This design comes from an exercise in tuning for a short achievable clock period and few clock cycles on the open sky130 flow, not from production work.
At most, simulation tests tie the RTL to the original design; equivalence was not proved.

==> flow/design.v <==
`timescale 1ns/100ps
package cache_pkg;
    localparam int cache_lines   = 8;
    localparam int line_words    = 8;
    localparam int byte_off_bits = 2;
    localparam int word_sel_bits = 3;
    localparam int index_bits    = 3;
    localparam int tag_bits      = 32 - index_bits - word_sel_bits - byte_off_bits;
    typedef logic [31:0]            word_t;
    typedef logic [31:0]            addr_t;
    typedef logic [tag_bits-1:0]    tag_t;
    typedef logic [index_bits-1:0]  index_t;
    typedef logic [word_sel_bits-1:0] word_sel_t;
    typedef struct packed {
        logic  write;
        addr_t addr;
        word_t wdata;
    } bus_req_t;
    typedef struct packed {
        logic      write;
        tag_t      tag;
        index_t    index;
        word_sel_t word;
        word_t     wdata;
        addr_t     addr;
    } cache_req_t;
    typedef enum logic [2:0] {
        idle,
        lookup,
        fill_req,
        fill_wait,
        write_req,
        write_wait,
        respond
    } ctrl_state_t;
endpackage
`timescale 1ns/100ps
`timescale 1ns/100ps
`timescale 1ns/100ps
`timescale 1ns/100ps
module cache_l1 (
    input  logic        clk,
    input  logic        rst_n,
    input  logic        cpu_req,
    input  logic        cpu_write,
    input  logic [31:0] cpu_addr,
    input  logic [31:0] cpu_wdata,
    output logic        cpu_ack,
    output logic [31:0] cpu_rdata,
    output logic        mem_req,
    output logic        mem_write,
    output logic [31:0] mem_addr,
    output logic [31:0] mem_wdata,
    input  logic        mem_ack,
    input  logic [31:0] mem_rdata
);
    logic [31:0]       data_q [0:63];    
    logic [7:0][23:0]  tag_q;
    logic [7:0]        valid;
    logic        idle;      
    logic        fill;      
    logic        wr;        
    logic [2:0]  cnt;       
    logic [2:0]  bw;        
    logic [26:0] h_line;    
    logic [1:0]  h_off;     
    logic        h_write;
    logic [31:0] h_wdata;
    logic        dw_en;     
    logic [5:0]  dw_sel;
    logic [31:0] dw_data;
    logic [2:0]  a_idx;
    logic [5:0]  a_wsel;
    logic [7:0]  line_hit;
    logic        hit;
    logic        accept;
    logic        beat;
    logic        acked;
    logic [31:0] rd_word;
    logic [31:0] rd_keep;
    assign a_idx  = cpu_addr[7:5];
    assign a_wsel = cpu_addr[7:2];
    assign accept = idle && cpu_req;
    assign beat   = mem_req && mem_ack;
    assign acked  = !idle && !fill && !wr;
    always_comb begin
        for (int i = 0; i < 8; i++) begin
            line_hit[i] = valid[i] && (tag_q[i] == cpu_addr[31:8]);
        end
    end
    assign hit = line_hit[a_idx];
    logic [7:0]        wsel_oh, lsel_oh;
    logic [7:0][31:0]  line_word;
    always_comb begin
        for (int j = 0; j < 8; j++) begin
            wsel_oh[j] = (cpu_addr[4:2] == 3'(j));
            lsel_oh[j] = (cpu_addr[7:5] == 3'(j));
        end
        for (int i = 0; i < 8; i++) begin
            line_word[i] = '0;
            for (int j = 0; j < 8; j++) begin
                line_word[i] = line_word[i] | (data_q[i * 8 + j] & {32{wsel_oh[j]}});
            end
        end
        rd_word = '0;
        for (int i = 0; i < 8; i++) begin
            rd_word = rd_word | (line_word[i] & {32{lsel_oh[i]}});
        end
    end
    logic last;      
    logic idle_d, fill_d, wr_d, cpu_ack_d, mem_req_d, dw_en_d;
    assign last = fill && beat && (cnt == 3'd7);
    always_comb begin
        if (idle) begin
            idle_d    = !cpu_req;
            wr_d      = cpu_req && cpu_write;
            fill_d    = cpu_req && !cpu_write && !hit;
            cpu_ack_d = cpu_req && !cpu_write && hit;
            mem_req_d = cpu_req && !mem_ack && (cpu_write || !hit);
            dw_en_d   = cpu_req && cpu_write && hit;
        end else begin
            idle_d    = acked && !cpu_req;
            wr_d      = wr && !beat;
            fill_d    = fill && !last;
            cpu_ack_d = (wr && beat) || last || (acked && cpu_req);
            mem_req_d = (wr || fill) && !mem_ack;
            dw_en_d   = fill && beat;
        end
    end
    always_ff @(posedge clk or negedge rst_n) begin
        if (!rst_n) begin
            idle    <= 1'b1;
            fill    <= 1'b0;
            wr      <= 1'b0;
            cpu_ack <= 1'b0;
            mem_req <= 1'b0;
            dw_en   <= 1'b0;
            valid   <= '0;
        end else begin
            idle    <= idle_d;
            fill    <= fill_d;
            wr      <= wr_d;
            cpu_ack <= cpu_ack_d;
            mem_req <= mem_req_d;
            dw_en   <= dw_en_d;
            for (int i = 0; i < 8; i++) begin
                if (last && h_line[2:0] == 3'(i)) begin
                    valid[i] <= 1'b1;
                end
            end
        end
    end
    always_ff @(posedge clk) begin
        if (accept) begin
            h_line  <= cpu_addr[31:5];
            h_off   <= cpu_write ? cpu_addr[1:0] : 2'b00;
            h_write <= cpu_write;
            h_wdata <= cpu_wdata;
            bw      <= cpu_addr[4:2];
            cnt     <= 3'd0;
        end else if (fill && beat) begin
            bw  <= bw + 3'd1;
            cnt <= cnt + 3'd1;
        end
        if (idle) begin
            mem_addr  <= {cpu_addr[31:2], cpu_write ? cpu_addr[1:0] : 2'b00};
            mem_write <= cpu_write;
            mem_wdata <= cpu_wdata;
        end else begin
            mem_addr  <= {h_line, (fill && beat) ? bw + 3'd1 : bw, h_off};
            mem_write <= h_write;
            mem_wdata <= h_wdata;
        end
        if (!wr && !acked) begin
            rd_keep <= rd_word;
        end
        cpu_rdata <= (idle || fill) ? rd_word : rd_keep;
        for (int i = 0; i < 8; i++) begin
            if (fill && beat && cnt == 3'd7 && h_line[2:0] == 3'(i)) begin
                tag_q[i] <= h_line[26:3];
            end
        end
        dw_sel  <= idle ? a_wsel : {h_line[2:0], bw};
        dw_data <= idle ? cpu_wdata : mem_rdata;
        if (dw_en) begin
            data_q[dw_sel] <= dw_data;
        end
    end
endmodule
clock: 5.0 ns
lec_check: 0
abc_clock_period_in_ps: 2000
cap_margin: 20
core_margin: 2
core_utilization: 50
setup_slack_margin: 2.8
slew_margin: 20
standard.sh (not shown) runs the stock make flow with config.mk's settings and CLKGATE_MAP_FILE= SYNTH_SCRIPT=/design/flow/synth_recipe.tcl, a recipe that flattens the netlist after the stock synthesis.
==> flow/flow/run.sh <==
#!/bin/bash
# Standard layout, except that:
# - the port buffers are plain buffers, and the resizer may pick any cell of
#   the right function (not only the same footprint), so that the port
#   buffers can be sized for speed;
# - the clock tree uses larger sink clusters (fewer, shorter buffer stages);
# - synthesis does not use the slow 4-input mux cells (added to the
#   platform's own don't-use list).
set -o pipefail
cfg="DESIGN_CONFIG=$PWD/config.mk WORK_HOME=$PWD/orfs_print"
dont_use=$(make -s -C "$FLOW_HOME" $cfg print-DONT_USE_CELLS 2>print_dont_use.log | sed -n 's/^DONT_USE_CELLS: //p')
rm -rf orfs_print
echo "DONT_USE_CELLS from the platform: $dont_use" > dont_use.log
bash standard.sh MATCH_CELL_FOOTPRINT=0 \
  "BUFFER_PORTS_ARGS=-buffer_cell sky130_fd_sc_hd__buf_4" \
  "CTS_ARGS=-sink_clustering_enable -repair_clock_nets -sink_clustering_size 30 -sink_clustering_max_diameter 100" \
  "DONT_USE_CELLS=$dont_use sky130_fd_sc_hd__mux4_1 sky130_fd_sc_hd__mux4_2 sky130_fd_sc_hd__mux4_4" \
  finish > standard.log 2>&1
Edit:
--- a/flow/design.v
+++ b/flow/design.v
@@ -86,30 +86,13 @@
     always_comb begin
         for (int i = 0; i < 8; i++) begin
             line_hit[i] = valid[i] && (tag_q[i] == cpu_addr[31:8]);
         end
     end
     assign hit = line_hit[a_idx];
-    logic [7:0]        wsel_oh, lsel_oh;
-    logic [7:0][31:0]  line_word;
-    always_comb begin
-        for (int j = 0; j < 8; j++) begin
-            wsel_oh[j] = (cpu_addr[4:2] == 3'(j));
-            lsel_oh[j] = (cpu_addr[7:5] == 3'(j));
-        end
-        for (int i = 0; i < 8; i++) begin
-            line_word[i] = '0;
-            for (int j = 0; j < 8; j++) begin
-                line_word[i] = line_word[i] | (data_q[i * 8 + j] & {32{wsel_oh[j]}});
-            end
-        end
-        rd_word = '0;
-        for (int i = 0; i < 8; i++) begin
-            rd_word = rd_word | (line_word[i] & {32{lsel_oh[i]}});
-        end
-    end
+    assign rd_word = data_q[a_wsel];
     logic last;      
     logic idle_d, fill_d, wr_d, cpu_ack_d, mem_req_d, dw_en_d;
     assign last = fill && beat && (cnt == 3'd7);
     always_comb begin
         if (idle) begin
             idle_d    = !cpu_req;
The changed run passed the timing, design-rule and antenna checks.
Hold slack gains 0.0050 ns.
Routed wire length shrinks by about a fifth.
Non-clock buffer count shrinks by 198.
Global-route usage shrinks by 9.4 points.
Flip-flop and latch count is unchanged.
Core utilization shrinks by 3.4 points.
Testbench counts after the change, summed over its fixed seeds: cycles 91,480.
Function not checked in the first run of this note: the RTL went through the layout flow alone.

port drivers added, routing unchanged:
The flow's constraints put no driver on any port. The routed layouts listed below were extracted and timed again, unchanged, in two steps.
Step 1: set_driving_cell puts a clkbuf_16 on clk and a buf_2 on each other input, an assumption about the parent block.
Step 2 also shifts input and output timing later by t, the mid clock arrival at the registers, as if the neighbouring blocks saw the same clock.
Slacks: ideal ports / drivers / drivers and shift; pairs: ideal ports / drivers.
run	shift t [ns]	slack for setup (ns)	hold WS [ns]	clock arrival spread, ns
the first run	0.867	2.355 / 2.353 / 1.485	0.064 / -0.002 / 0.473	0.056 / 0.055
the second run	0.867	2.493 / 2.235 / 1.368	0.069 / 0.010 / 0.472	0.060 / 0.060
After both steps every run listed still meets setup and hold. For the second run, which loses most, drivers alone change the setup slack by -0.258 ns; drivers and shift together by -1.125 ns.
